This is an optimization exercise on Yosys and OpenROAD, whose aim is small area, a short achievable clock period and few clock cycles per item, not a production implementation. Where RTL was checked, it was by simulation tests only, not by an equivalence proof against the original. Power figures rest on the tool's default switching activity, not on a simulated workload.

== P ==
// sliding_window_range_peak
module sliding_window_range_peak #(
    parameter int WINDOW_MAX = 64
) (
    input  logic                      clk,
    input  logic                      rst_n,
    input  logic                      cfg_we,
    input  logic [srp_pkg::CFG_W-1:0] cfg_wdata,
    input  logic                      s_tvalid,
    output logic                      s_tready,
    input  logic [31:0]               s_tdata,
    input  logic                      s_tlast,
    output logic                      m_tvalid,
    input  logic                      m_tready,
    output logic [63:0]               m_tdata,
    output logic                      m_tuser,
    output logic                      m_tlast
);
==> flow/config.mk <==
export PLATFORM = sky130hd
export DESIGN_NAME = sliding_window_range_peak
export DESIGN_NICKNAME = sliding_window_range_peak
export VERILOG_FILES = /design/flow/design.v
export SDC_FILE = /design/flow/constraint.sdc
export NUM_CORES = 8
export LEC_CHECK = 0
export CAP_MARGIN = 20
export CORE_MARGIN = 2
export CORE_UTILIZATION = 30
export CTS_CLUSTER_DIAMETER = 100
export CTS_CLUSTER_SIZE = 25
export SETUP_SLACK_MARGIN = 4.1
export SLEW_MARGIN = 20
export SYNTH_HIERARCHICAL = 1
==> flow/constraint.sdc <==
create_clock -name core_clock -period 7.0 [get_ports {clk}]
set_input_delay 1.4000 -clock core_clock [delete_from_list [all_inputs] [get_ports {clk}]]
set_output_delay 1.4000 -clock core_clock [all_outputs]
set_load 0.01 [all_outputs]
run.sh (not shown) runs the stock make flow with config.mk's settings and CLKGATE_MAP_FILE= SYNTH_SCRIPT=/design/flow/synth_recipe.tcl, a recipe that flattens the netlist after the stock synthesis.
Testbench counts of P, summed over its fixed seeds: cycles 12,778, items 12,482.
## Diff of input files: S against P
-- flow/config.mk --
<<< P, line 13
export SETUP_SLACK_MARGIN = 4.1
>>> S, line 13
export SETUP_SLACK_MARGIN = 3.8
Via count (higher): P
Diff P -> S: global-route wire length before repair decreased by about 12% relative to the old numbers, proportion of power drawn by flip-flops and latches saw a decrease, worst endpoint data arrival time now smaller.

## run A
Another version of the RTL of sliding_window_range_peak (not shown whole).
Size: ~15000 cells after synthesis, about 120000 um2 of cells after synthesis.
make LEC_CHECK=0 CAP_MARGIN=20 CORE_MARGIN=2 CORE_UTILIZATION=35 CTS_CLUSTER_DIAMETER=100 CTS_CLUSTER_SIZE=25 PLACE_DENSITY=0.65 SETUP_SLACK_MARGIN=4.0 SLEW_MARGIN=20 SYNTH_HIERARCHICAL=1 finish   # period 7.0 ns
### run A -> run B
- a deleted PLACE_DENSITY that had been 0.65
- a change of CORE_UTILIZATION from 35 to 30
==> run notes <==
- Run B vs run A: setup slack up
- Run B finished all stages; the layout is clean.
- Per the comparison of run B with run A, depth of the critical timing path with buffers and inverters included has increased; shortest period the worst path allows fell by 70 ps; die extent in y grew by about 8%; level count of the clock H-tree barely changed; number of standard cells in the layout, taps in and fillers out increased by 798 relative to the old numbers.
- Run A -> run B: power attributed to the clock group increased by a few percent
- As far as power in sequential cells is concerned, run B and run A perform about the same.
- Diff run A and run B: count of plain and timing-repair buffers lower in run B
No functional check of the RTL was part of any run of this note.

old:
Another version of the RTL of sliding_window_range_peak (not shown whole).
Size in the first run: ~14000 cells after synthesis, about 2500 flip-flops, about 120000 um2 of cells after synthesis.
// sliding_window_range_peak
module sliding_window_range_peak #(
    parameter int WINDOW_MAX = 64
) (
    input  logic                      clk,
    input  logic                      rst_n,
    input  logic                      cfg_we,
    input  logic [srp_pkg::CFG_W-1:0] cfg_wdata,
    input  logic                      s_tvalid,
    output logic                      s_tready,
    input  logic [31:0]               s_tdata,
    input  logic                      s_tlast,
    output logic                      m_tvalid,
    input  logic                      m_tready,
    output logic [63:0]               m_tdata,
    output logic                      m_tuser,
    output logic                      m_tlast
);
export LEC_CHECK = 0
export ABC_CLOCK_PERIOD_IN_PS = 2000
export CAP_MARGIN = 20
export CORE_MARGIN = 2
export CORE_UTILIZATION = 30
export SETUP_SLACK_MARGIN = 3.9
export SLEW_MARGIN = 20
create_clock -name core_clock -period 7.0 [get_ports {clk}]
In summary, old completed successfully, with a layout that passed the timing, design-rule and antenna checks.
The inputs of new differ from those of old as listed below.
--- a/flow/config.mk
+++ b/flow/config.mk
@@ -7,3 +7,3 @@
 export LEC_CHECK = 0
-export ABC_CLOCK_PERIOD_IN_PS = 2000
+export ABC_CLOCK_PERIOD_IN_PS = 2800
 export CAP_MARGIN = 20
Results
Non-clock inverter total of the final layout: new vs old, no meaningful difference. From old to new, critical path depth did not move at all. Register clock-pin slew on the reported worst setup and hold paths: new vs old, no meaningful difference. Reported for old and new, worst hold slack turned out identical to the last digit. Re initial antenna violation count: no difference whatsoever between new and old. As far as actual transition at the worst max-transition pin goes, new and old are indistinguishable; the numbers are identical. Wire length of the first global-routing pass: old vs new identical. Per the comparison of new with old, non-clock buffer count saw little to no change, synthesized instance count saw little to no change.
Function was not checked in any run of this note: the RTL went through the layout flow alone.

## north
Another version of the RTL of sliding_window_range_peak (not shown whole).
==> flow/config.mk <==
export PLATFORM = sky130hd
export DESIGN_NAME = sliding_window_range_peak
export DESIGN_NICKNAME = sliding_window_range_peak
export VERILOG_FILES = /design/flow/design.v
export SDC_FILE = /design/flow/constraint.sdc
export NUM_CORES = 8
export LEC_CHECK = 0
export CAP_MARGIN = 20
export CORE_MARGIN = 2
export CORE_UTILIZATION = 30
export CTS_CLUSTER_DIAMETER = 100
export CTS_CLUSTER_SIZE = 25
export SETUP_SLACK_MARGIN = 3.8
export SLEW_MARGIN = 20
export SYNTH_HIERARCHICAL = 1
==> flow/constraint.sdc <==
create_clock -name core_clock -period 7.0 [get_ports {clk}]
set_input_delay 1.4000 -clock core_clock [delete_from_list [all_inputs] [get_ports {clk}]]
set_output_delay 1.4000 -clock core_clock [all_outputs]
set_load 0.01 [all_outputs]
Testbench counts of north, summed over its fixed seeds: cycles 12,778, items 12,482.
Relative to north, the following input files were edited for south:
Settings: swapping 3.8 for 4.3 in SETUP_SLACK_MARGIN.
[summary]
- Compared with north, cell count in south increased by a few percent.
- Placer congestion estimate | south below north
- Re final-report setup violation count: no difference whatsoever between north and south.
- Diff north..south | area of the die | unchanged
- Any difference in sequential power between north and south is small enough to ignore.
- north vs south, slowest cell on the critical path: sky130_fd_sc_hd__a22oi_2 vs sky130_fd_sc_hd__nand4_1
- Relative to north, the fraction of standard cell area that is sequential of south is lower by 2.3 points.

Setup of the previous run:
Another version of the RTL of sliding_window_range_peak (not shown whole).
For scale: about 110 I/O pins, about 0.11 sq mm of cells after synthesis.
==> flow/config.mk <==
export PLATFORM = sky130hd
export DESIGN_NAME = sliding_window_range_peak
export DESIGN_NICKNAME = sliding_window_range_peak
export VERILOG_FILES = /design/flow/design.v
export SDC_FILE = /design/flow/constraint.sdc
export NUM_CORES = 8
export LEC_CHECK = 0
export CAP_MARGIN = 20
export CORE_MARGIN = 2
export CORE_UTILIZATION = 30
export CTS_CLUSTER_DIAMETER = 100
export CTS_CLUSTER_SIZE = 25
export SETUP_SLACK_MARGIN = 4.4
export SLEW_MARGIN = 20
export SYNTH_HIERARCHICAL = 1
export TNS_END_PERCENT = 5
==> flow/constraint.sdc <==
create_clock -name core_clock -period 7.0 [get_ports {clk}]
set_input_delay 1.4000 -clock core_clock [delete_from_list [all_inputs] [get_ports {clk}]]
set_output_delay 1.4000 -clock core_clock [all_outputs]
set_load 0.01 [all_outputs]
Testbench counts of the previous run, summed over its fixed seeds: cycles 12,778, items 12,482.
Input-level comparison between the current run and the previous run:
Settings: a change of SETUP_SLACK_MARGIN from 4.4 to 4.3.
[summary]
- Compared to the previous run, the current run has total routing resource utilization after global routing 0.79 points lower.
- The previous run consumes more power than the current run.
- Diff the current run..the previous run | number of sequential cells in the layout | unchanged
- In the current run, the minimum setup slack among reg-to-reg paths came out 0.04 ns above the value in the previous run.
- Final wirelength (lower): the current run

Another version of the RTL of sliding_window_range_peak (not shown whole).
Size: roughly 21000 cells after synthesis, about 110 I/O pins.
Settings: LEC_CHECK=0, ABC_AREA=1, CAP_MARGIN=20, CORE_MARGIN=2, CORE_UTILIZATION=30, CTS_CLUSTER_DIAMETER=100, CTS_CLUSTER_SIZE=25, SETUP_SLACK_MARGIN=4.0, SLEW_MARGIN=20, SYNTH_HIERARCHICAL=1; clock period 7.0 ns.
Testbench counts at the start, summed over its fixed seeds: cycles 12,778, items 12,482.
Rerun with:
- ABC_AREA: 1 -> default
- SETUP_SLACK_MARGIN: 4.0 -> 4.2
Outcome: Core utilization went up by 1.1 points; worst hold slack improved by 11 ps; cell area fell by 6.9%; sequential power increases by 32%; setup slack degrades by 100 ps.

Starting RTL as in the previous note.
make LEC_CHECK=0 CAP_MARGIN=20 CORE_MARGIN=2 CORE_UTILIZATION=30 CTS_CLUSTER_DIAMETER=100 CTS_CLUSTER_SIZE=25 SETUP_SLACK_MARGIN=4.1 SLEW_MARGIN=20 SYNTH_HIERARCHICAL=1 TNS_END_PERCENT=10 finish   # period 7.0 ns
Testbench counts at the start, summed over its fixed seeds: cycles 12,778, items 12,482.
==> next run, changes <==
SETUP_SLACK_MARGIN = 4.3   (was 4.1)
TNS_END_PERCENT = 5   (was 10)
Power went up by 1.7%.
Setup slack is better by 37 ps.
Final cell count grows by about 0.4%.
Design area went up by about 1.2%.
Fmax went up by about 1.2%.
Via count goes up by 1.0%.
Non-clock buffer count grows by 67.
Sequential share of layout area falls by 0.46 points.
Critical path depth fell by 1.
Worst hold slack is better by 10 ps.
==> next run, changes <==
SETUP_SLACK_MARGIN = 4.5   (was 4.3)
TNS_END_PERCENT = 3   (was 5)
Effect: Register-to-register slack improved by 40 ps; setup slack improved by 44 ps; hold slack got worse by 9.6 ps; sequential share of layout area goes down by 0.91 points; non-clock buffer count climbs by 168; clock power grows by about 0.5%; final area went up by 2.5%; cell count rises by about 1%; sequential power is about the same; die area does not change; clock skew hardly moves.
==> next run, changes <==
SETUP_SLACK_MARGIN = 4.0   (was 4.5)
TNS_END_PERCENT = default   (was 3)
=> Die area is unchanged; clock-buffer cell count decreases by 11; global-route usage hardly moves; total power goes down by 3.4%; worst setup slack got worse by 84 ps; wire length drops by 8.0%.

separate check: timing with driven ports:
The results above use ideal ports. As a check the final layouts listed here were re-extracted and re-timed, cells and wires unchanged. Step 1 sets driving cells, clkbuf_16 on the clock port and buf_2 on the other inputs (assumed; they add their load-dependent delay and slew). Step 2 also shifts input and output timing later by t, the mid clock arrival at the registers, as if the neighbouring blocks saw the same clock. Slacks: no drivers / after step 1 / after step 2; pairs: no drivers / after step 1.
run	shift t [ns]	setup slack, ns	latest minus earliest clock arrival (ns)	cell pins on the clock port's net
P	0.954	3.455 / 3.455 / 3.289	0.053 / 0.053	1
S	0.952	3.618 / 3.618 / 2.980	0.049 / 0.049	1
run A	0.961	3.707 / 3.707 / 3.239	0.099 / 0.099	1
run B	1.066	3.777 / 3.777 / 3.207	0.094 / 0.095	1
old	1.076	2.554 / 2.554 / 2.554	0.097 / 0.096	1
new	1.076	2.554 / 2.554 / 2.554	0.097 / 0.096	1
north	1.046	3.720 / 3.720 / 3.032	0.091 / 0.091	1
south	1.079	3.896 / 3.896 / 3.401	0.119 / 0.119	1
the previous run	1.000	3.857 / 3.857 / 3.291	0.106 / 0.106	1
the current run	0.981	3.897 / 3.897 / 3.303	0.099 / 0.099	1
the first run of note 6	1.035	3.917 / 3.917 / 3.257	0.099 / 0.099	1
the second run of note 6	0.994	3.815 / 3.815 / 3.368	0.064 / 0.065	1
the first run of note 7	1.065	3.766 / 3.766 / 3.085	0.086 / 0.087	1
the second run of note 7	1.067	3.803 / 3.803 / 3.090	0.091 / 0.091	1
the third run of note 7	1.071	3.847 / 3.847 / 3.189	0.099 / 0.098	1
the fourth run of note 7	1.009	3.763 / 3.763 / 3.225	0.073 / 0.074	1
After both steps every run listed still meets setup and hold. The setup slack of the second run of note 7, which loses most, moves by 0.000 ns with the drivers and by -0.713 ns with both steps.
